This is an optimization exercise on Yosys and OpenROAD, whose aim is small area and a short achievable clock period, not a production implementation. The RTL was checked by simulation tests, not by an equivalence proof against the original design. Power is estimated from default activity; no workload was simulated.

[flow/run.sh]
#!/bin/bash
# synth_recipe.tcl (not shown) runs the flow's synth.tcl, then flattens the netlist and writes it again
# the make line also repeats each setting of config.mk as NAME=value (left out here)
make -C /OpenROAD-flow-scripts/flow DESIGN_CONFIG=/design/flow/config.mk WORK_HOME=/design/flow/orfs CLKGATE_MAP_FILE= SYNTH_SCRIPT=/design/flow/synth_recipe.tcl finish
[flow/config.mk]
export PLATFORM = sky130hd
export DESIGN_NAME = pipeCpu
export DESIGN_NICKNAME = pipeCpu
export VERILOG_FILES = /design/flow/design.v
export SDC_FILE = /design/flow/constraint.sdc
export NUM_CORES = 4
export LEC_CHECK = 0
export CAP_MARGIN = 20
export CORE_MARGIN = 2
export CORE_UTILIZATION = 40
export SLEW_MARGIN = 20
[flow/constraint.sdc]
create_clock -name core_clock -period 4.5 [get_ports {clk}]
set_input_delay 0.9000 -clock core_clock [delete_from_list [all_inputs] [get_ports {clk}]]
set_output_delay 0.9000 -clock core_clock [all_outputs]
set_load 0.01 [all_outputs]
[flow/design.v]
package cpu_pkg;
  typedef logic [32-1:0] cpuWord;
  typedef logic [5-1:0] regIndex;
  typedef logic [16-1:0] immValue;
  typedef enum logic [2:0] {
    ALU_ADD = 3'd0,
    ALU_SUB = 3'd1,
    ALU_XOR = 3'd2,
    ALU_AND = 3'd3,
    ALU_OR  = 3'd4
  } aluOp;
endpackage
`timescale 1ns/1ps
module regFile (
  input  logic             clk,
  input  cpu_pkg::regIndex rdAddrA,
  input  cpu_pkg::regIndex rdAddrB,
  output cpu_pkg::cpuWord  rdDataA,
  output cpu_pkg::cpuWord  rdDataB,
  input  logic             wrEnable,
  input  cpu_pkg::regIndex wrAddr,
  input  cpu_pkg::cpuWord  wrData
);
  cpu_pkg::cpuWord regs [1:32-1];
  function automatic cpu_pkg::cpuWord readPort(input cpu_pkg::regIndex addr);
    cpu_pkg::cpuWord value;
    if (addr == '0) begin
      value = '0;
    end else if (wrEnable && (wrAddr == addr)) begin
      value = wrData;
    end else begin
      value = regs[addr];
    end
    readPort = value;
  endfunction
  always_comb begin
    rdDataA = readPort(rdAddrA);
    rdDataB = readPort(rdAddrB);
  end
  always_ff @(posedge clk) begin
    if (wrEnable && (wrAddr != '0)) begin
      regs[wrAddr] <= wrData;
    end
  end
endmodule
`timescale 1ns/1ps
module decodeStage (
  input  logic              clk,
  input  logic              reset,
  input  cpu_pkg::cpuWord   instr,
  input  logic              wbEnable,
  input  cpu_pkg::regIndex  wbReg,
  input  cpu_pkg::cpuWord   wbData,
  output cpu_pkg::cpuWord   execOpA,
  output cpu_pkg::cpuWord   execOpB,
  output cpu_pkg::cpuWord   execStoreValue,
  output cpu_pkg::aluOp     execOp,
  output cpu_pkg::regIndex  execDestReg,
  output logic              execWritesReg,
  output logic              execIsLoad,
  output logic              execIsStore
);
  cpu_pkg::cpuWord instrReg;
  logic [5:0] opcode;
  logic [5:0] funct;
  cpu_pkg::regIndex rs;
  cpu_pkg::regIndex rt;
  cpu_pkg::regIndex rd;
  cpu_pkg::immValue imm;
  cpu_pkg::cpuWord immExt;
  cpu_pkg::cpuWord rsValue;
  cpu_pkg::cpuWord rtValue;
  cpu_pkg::aluOp decOp;
  logic decWrites;
  logic decLoad;
  logic decStore;
  logic decUseImm;
  logic decDestRd;
  always_ff @(posedge clk) begin
    if (reset) begin
      instrReg <= '0;
    end else begin
      instrReg <= instr;
    end
  end
  assign opcode = instrReg[31:26];
  assign rs     = instrReg[25:21];
  assign rt     = instrReg[20:16];
  assign rd     = instrReg[15:11];
  assign funct  = instrReg[5:0];
  assign imm    = instrReg[15:0];
  assign immExt = {{(32-16){imm[16-1]}}, imm};
  always_comb begin
    decOp     = cpu_pkg::ALU_ADD;
    decWrites = 1'b0;
    decLoad   = 1'b0;
    decStore  = 1'b0;
    decUseImm = 1'b1;
    decDestRd = 1'b0;
    case (opcode)
      6'b000000: begin
        decUseImm = 1'b0;
        decDestRd = 1'b1;
        decWrites = 1'b1;
        case (funct)
          6'b000011: decOp = cpu_pkg::ALU_ADD;
          6'b000010: decOp = cpu_pkg::ALU_SUB;
          6'b000001: decOp = cpu_pkg::ALU_XOR;
          6'b000111: decOp = cpu_pkg::ALU_AND;
          6'b000100:  decOp = cpu_pkg::ALU_OR;
          default: decWrites = 1'b0;
        endcase
      end
      6'b000011: begin decOp = cpu_pkg::ALU_ADD; decWrites = 1'b1; end
      6'b000010: begin decOp = cpu_pkg::ALU_SUB; decWrites = 1'b1; end
      6'b000001: begin decOp = cpu_pkg::ALU_XOR; decWrites = 1'b1; end
      6'b001111: begin decOp = cpu_pkg::ALU_AND; decWrites = 1'b1; end
      6'b001100:  begin decOp = cpu_pkg::ALU_OR;  decWrites = 1'b1; end
      6'b011110: begin
        decWrites = 1'b1;
        decLoad   = 1'b1;
      end
      6'b011111:  decStore = 1'b1;
      default: decOp = cpu_pkg::ALU_ADD;
    endcase
  end
  regFile regs (
    .clk      (clk),
    .rdAddrA  (rs),
    .rdAddrB  (rt),
    .rdDataA  (rsValue),
    .rdDataB  (rtValue),
    .wrEnable (wbEnable),
    .wrAddr   (wbReg),
    .wrData   (wbData)
  );
  always_ff @(posedge clk) begin
    execOpA        <= rsValue;
    execOpB        <= decUseImm ? immExt : rtValue;
    execStoreValue <= rtValue;
    execOp         <= decOp;
    execDestReg    <= decDestRd ? rd : rt;
    if (reset) begin
      execWritesReg <= 1'b0;
      execIsLoad    <= 1'b0;
      execIsStore   <= 1'b0;
    end else begin
      execWritesReg <= decWrites;
      execIsLoad    <= decLoad;
      execIsStore   <= decStore;
    end
  end
endmodule
`timescale 1ns/1ps
module executeStage (
  input  logic              clk,
  input  logic              reset,
  input  cpu_pkg::cpuWord   execOpA,
  input  cpu_pkg::cpuWord   execOpB,
  input  cpu_pkg::cpuWord   execStoreValue,
  input  cpu_pkg::aluOp     execOp,
  input  cpu_pkg::regIndex  execDestReg,
  input  logic              execWritesReg,
  input  logic              execIsLoad,
  input  logic              execIsStore,
  output cpu_pkg::cpuWord   dataAddr,
  output cpu_pkg::cpuWord   storeData,
  output logic              storeEnable,
  input  cpu_pkg::cpuWord   loadData,
  output logic              wbEnable,
  output cpu_pkg::regIndex  wbReg,
  output cpu_pkg::cpuWord   wbData
);
  cpu_pkg::cpuWord aluResult;
  cpu_pkg::cpuWord memResult;
  cpu_pkg::cpuWord memStoreValue;
  cpu_pkg::regIndex memDest;
  logic memStore;
  logic memLoad;
  logic memWrites;
  always_comb begin
    case (execOp)
      cpu_pkg::ALU_ADD: aluResult = execOpA + execOpB;
      cpu_pkg::ALU_SUB: aluResult = execOpA - execOpB;
      cpu_pkg::ALU_XOR: aluResult = execOpA ^ execOpB;
      cpu_pkg::ALU_AND: aluResult = execOpA & execOpB;
      cpu_pkg::ALU_OR:  aluResult = execOpA | execOpB;
      default:          aluResult = '0;
    endcase
  end
  always_ff @(posedge clk) begin
    memResult     <= aluResult;
    memStoreValue <= execStoreValue;
    memDest       <= execDestReg;
    if (reset) begin
      memStore  <= 1'b0;
      memLoad   <= 1'b0;
      memWrites <= 1'b0;
    end else begin
      memStore  <= execIsStore;
      memLoad   <= execIsLoad;
      memWrites <= execWritesReg;
    end
  end
  assign dataAddr    = memResult;
  assign storeData   = memStoreValue;
  assign storeEnable = memStore;
  always_ff @(posedge clk) begin
    wbReg  <= memDest;
    wbData <= memLoad ? loadData : memResult;
    if (reset) begin
      wbEnable <= 1'b0;
    end else begin
      wbEnable <= memWrites;
    end
  end
endmodule
`timescale 1ns/1ps
module pipeCpu (
  input  logic        clk,
  input  logic        reset,
  input  logic [31:0] instr,
  input  logic [31:0] loadData,
  output logic [31:0] dataAddr,
  output logic [31:0] storeData,
  output logic        storeEnable
);
  logic             wbEnable;
  cpu_pkg::regIndex wbReg;
  cpu_pkg::cpuWord  wbData;
  cpu_pkg::cpuWord  execOpA;
  cpu_pkg::cpuWord  execOpB;
  cpu_pkg::cpuWord  execStoreValue;
  cpu_pkg::aluOp    execOp;
  cpu_pkg::regIndex execDestReg;
  logic             execWritesReg;
  logic             execIsLoad;
  logic             execIsStore;
  decodeStage decode (
    .clk            (clk),
    .reset          (reset),
    .instr          (instr),
    .wbEnable       (wbEnable),
    .wbReg          (wbReg),
    .wbData         (wbData),
    .execOpA        (execOpA),
    .execOpB        (execOpB),
    .execStoreValue (execStoreValue),
    .execOp         (execOp),
    .execDestReg    (execDestReg),
    .execWritesReg  (execWritesReg),
    .execIsLoad     (execIsLoad),
    .execIsStore    (execIsStore)
  );
  executeStage execute (
    .clk            (clk),
    .reset          (reset),
    .execOpA        (execOpA),
    .execOpB        (execOpB),
    .execStoreValue (execStoreValue),
    .execOp         (execOp),
    .execDestReg    (execDestReg),
    .execWritesReg  (execWritesReg),
    .execIsLoad     (execIsLoad),
    .execIsStore    (execIsStore),
    .dataAddr       (dataAddr),
    .storeData      (storeData),
    .storeEnable    (storeEnable),
    .loadData       (loadData),
    .wbEnable       (wbEnable),
    .wbReg          (wbReg),
    .wbData         (wbData)
  );
endmodule
==> run summary <==
synth_stat cells, types with 3 or more instances:
| cell type | n |
|---|---|
| clkbuf_1 | 172 |
| nand2_1 | 120 |
| ha_1 | 96 |
| xor2_1 | 18 |
| nor4_1 | 7 |
| o21bai_1 | 42 |
| nand3b_1 | 6 |
| o31ai_1 | 24 |
| a22oi_1 | 31 |
| a221oi_1 | 9 |
| nor2_1 | 174 |
| a21oi_1 | 173 |
| buf_1 | 33 |
| or3_1 | 4 |
| buf_2 | 62 |
| inv_1 | 70 |
| a21o_1 | 30 |
| mux2i_1 | 260 |
| o21a_1 | 17 |
| or2_2 | 7 |
| nor2b_1 | 46 |
| nand4_1 | 12 |
| nor3_1 | 16 |
| o22ai_1 | 45 |
| dfxtp_1 | 249 |
| xnor2_1 | 52 |
| a21boi_0 | 16 |
| mux2_2 | 122 |
| o21ai_0 | 114 |
| o221ai_1 | 55 |
| edfxtp_1 | 992 |
| a311oi_1 | 3 |
| and3_1 | 7 |
| nand3_1 | 15 |
| and2_1 | 3 |
| mux4_2 | 382 |
| nand2b_1 | 17 |
| o211ai_1 | 31 |
| a31oi_1 | 30 |
| a211o_1 | 3 |
| a211oi_1 | 105 |
per-layer routing:
metal,up-vias,GRT usage,wire length (µm)
li1,15200,-,-
met1,18600,0.334,73900
met2,1564,0.388,83800
met3,296,0.0460,14700
met4,0,0.0846,5880
met5,-,0,0
cells in the final DEF (no fill, tap or decap), types with 17 or more instances in the layout:
cell type	count
a211oi_1	105
a21o_1	30
a21oi_1	172
a22oi_1	31
a31oi_1	30
buf_12	42
buf_4	118
clkbuf_1	26
clkbuf_16	140
clkdlybuf4s50_1	129
clkinv_1	26
clkinv_2	20
dfxtp_1	231
edfxtp_1	992
ha_1	96
inv_1	70
mux2_2	122
mux2i_1	260
mux4_2	382
nand2_1	119
nand2b_1	17
nor2_1	142
nor2_4	31
nor2b_1	44
o211ai_1	31
o21a_1	17
o21ai_0	114
o21bai_1	42
o221ai_1	55
o22ai_1	45
o31ai_1	24
xnor2_1	52
xor2_1	18
flip-flops by register name, indices dropped and copies added (netlist names), 3 cells and up:
register,cells
decode.regs.regs,992
decode.execOpA,32
decode.execOpB,32
decode.execStoreValue,32
decode.instrReg,32
execute.memResult,32
execute.memStoreValue,32
execute.wbData,32
decode.execDestReg,5
execute.memDest,5
execute.wbReg,5
decode.execOp,3
worst max path at each step:
| stage | startpoint | to | slack (ns) |
|---|---|---|---|
| after CTS | decode.execOpB[14] | execute.memResult[30] | 0.33 |
| final | decode.execOpB[13] | execute.memResult[30] | 0.28 |
| after detailed placement | decode.execOpB[14] | execute.memResult[30] | 0.37 |
| after global routing | decode.execOpB[13] | execute.memResult[30] | 0.03 |
| after floorplan | decode.execOpB[14] | execute.memResult[27] | 0.72 |
| after global placement | decode.execOpB[14] | execute.memResult[30] | 0.29 |
per-stage QoR:
stage          worst slack (ns)  hold WS [ns]
2_1_floorplan             0.716         0.310
3_3_place_gp              0.290         0.310
3_5_place_dp              0.367         0.312
4_1_cts                   0.330         0.325
5_1_grt                  0.0308         0.327
6_report                  0.280         0.325
power breakdown:
group / leakage, nW / total (mW) / internal, mW / switching [mW]
clock network: 2.13 / 11.0 / 6.37 / 4.62
registers: 11.0 / 15.0 / 14.2 / 0.803
logic: 8.32 / 4.73 / 1.78 / 2.95
total: 21.5 / 30.7 / 22.3 / 8.37
worst max-delay path: stages, from the launching register on:
cell and delay [ns]:
dfxtp_1 0.35, or4_1 0.54, or4_4 0.46, or2_2 0.36, o41a_1 0.33, xnor2_1 0.14
ha_1 0.41, a21oi_1 0.28, o21ai_0 0.22, a311oi_1 0.27, nand4_1 0.15, a31oi_1 0.32
xnor2_1 0.11, a21o_1 0.18
cell type report:
cell class | count | area, µm² | share of cell area
Sequential cell | 1241 | 34800 | 0.524
Timing Repair Buffer | 290 | 3020 | 0.0455
Clock inverter | 70 | 627 | 0.00943
Tap cell | 1903 | 2380 | 0.0358
Clock buffer | 175 | 3720 | 0.0561
Multi-Input combinational cell | 2116 | 21600 | 0.325
Antenna cell | 1 | 2.50 | 0.0000377
Inverter | 70 | 263 | 0.00395
cell families (layout without fill, tap and decap cells):
kind of cell | count (synthesis) | count (layout) | share of synthesized area
compound gates | 743 | 743 | 0.0852
xor+xnor | 70 | 70 | 0.0107
fa+ha+maj | 97 | 97 | 0.0213
buf+inv | 339 | 605 | 0.0236
flops | 1241 | 1241 | 0.605
mux | 764 | 764 | 0.219
other cells | 0 | 1 | 0
simple gates | 442 | 442 | 0.0351
==> impl_metrics.toml <==
[global_routing]
antenna_found_initial = 4
grt_pass1_wl_mm = 257
grt_pass1_vias = 35700
grt_max_degree = 79
grt_usage = 0.243
grt-ovfl-total = 0

[placed_design]
dp_hpwl_mm = 111
placed_cell_area_mm2 = 0.0621
gp_congestion = 0.888
placed_cells = 5620
port_buffers = 130

[route]
drc = 0
drtPass1Iterations = 5
postRouteAntennaNets = 0
drt_iter0_markers = 3885
wire_per_inst_um = 30.4
routed-via-count = 35600
finalWirelength_mm = 178
via_per_inst = 6.07

[logic_synthesis]
async_flop_share = 0
ys_seq_area_frac = 0.605
yosys_most_used_dff = "edfxtp_1"
syn_area_mm2 = 0.0575
syn-num-nets = 3859
yosysUniqueCellTypes = 59
synth_edf_count = 992
syn_avg_cell_area_um2 = 15.5
syn_inst = 3696
synth_top_cell_area_share = 0.518
synth_area_leaders = "edfxtp_1 52%, mux4_2 15%, dfxtp_1 8.7%"
ys_ff_latch = 1241
yosysTopAreaCell = "edfxtp_1"
yosys_warnings = 3

[worst_setup_path]
cp.required_ns = 5.16
r2r_setup_slack_ns = 0.28
cp_max_fo = 8
critPathKind = "reg -> reg"
critPathCaptureType = "flip-flop"
reg2reg_to = "execute.memResult[30]"
worstSetupStartpointType = "flip-flop"
r2r_start = "decode.execOpB[13]"
r2r_cells = 13
crit_arrival_ns = 4.89

[clock_network]
htree_levels = 4
cts_resized = 0
cts.sinks = 1241
cts_tree = "yes"
postCtsSetupBuffers = 0
cts_root_buffer = "clkbuf_16"
clock_latency_ns = 0.78
numCtsBuffers = 134
clk_pin_slew_ns = 0.06
clockBufferDepth = 3
hold_buffers = 0

[pwr]
totalPowerFinal_mw = 30.7
p_leak_nw = 21.5
powerDensity_mw_per_mm2 = 462
ir_drop_mv = 0.408

[floorplanning]
start_util = 0.401
row_count = 139
die_h_um = 383
io-pin-count = 131
die_area_mm2 = 0.147
die_w_um = 383
coreArea_mm2 = 0.143

[timing]
finClkSkew_ns = 0.0345
final_max_slew_viol_count = 0
fin_setup_tns_ns = 0
post-route-min-period_ns = 4.22
hold_violations = 0
tightest_slew_ns = 1.14
fin_crit_sh = 0.938
slew_headroom = 0.232
grt_setup_unrepaired = "no"
fmaxAchievable_mhz = 237
setup_viol = 0

[cells_and_area]
stdcell_count = 5866
fillers = 12300
area_delta_synth_final_pct = 15.6
layout-drive-gt1-share = 0.234
fin_area_mm2 = 0.0664
final_nets = 4016
fin_util = 0.464

[min_path]
min_to = "execute.memStoreValue[25]"
whs_path_depth = 0
hold_start = "decode.execStoreValue[25]"
min_path_type = "reg -> reg"

[run]
maxCapViolations = 0

[run_status]
outcome = "no timing/DRC/antenna violations"

## static timing again, ports no longer ideal
The flow's constraints put no driver on any port. The routed layout listed below was extracted and timed again, unchanged, in two steps.
Step 1 assumes that a clkbuf_16 drives the clock port and a buf_2 every other input.
Step 2 adds t to the input delays and takes it off the output delays; t is the mean of the earliest and latest rising clock arrival at the registers after step 1. Input paths then give back, and output paths get back, about the clock's delay inside the block.
a / b / c = ideal / step 1 / step 2; a / b = the first two.
t (ns): 0.843
setup WS [ns]: 0.280 / 0.280 / 0.280
hold WS [ns]: 0.325 / 0.325 / 0.325
clock arrival spread, ns: 0.041 / 0.042
cell pins on the clock port's net: 1
After both steps this run still meets setup and hold. The setup slack of this run moves by 0.000 ns with the drivers and by 0.000 ns with both steps.
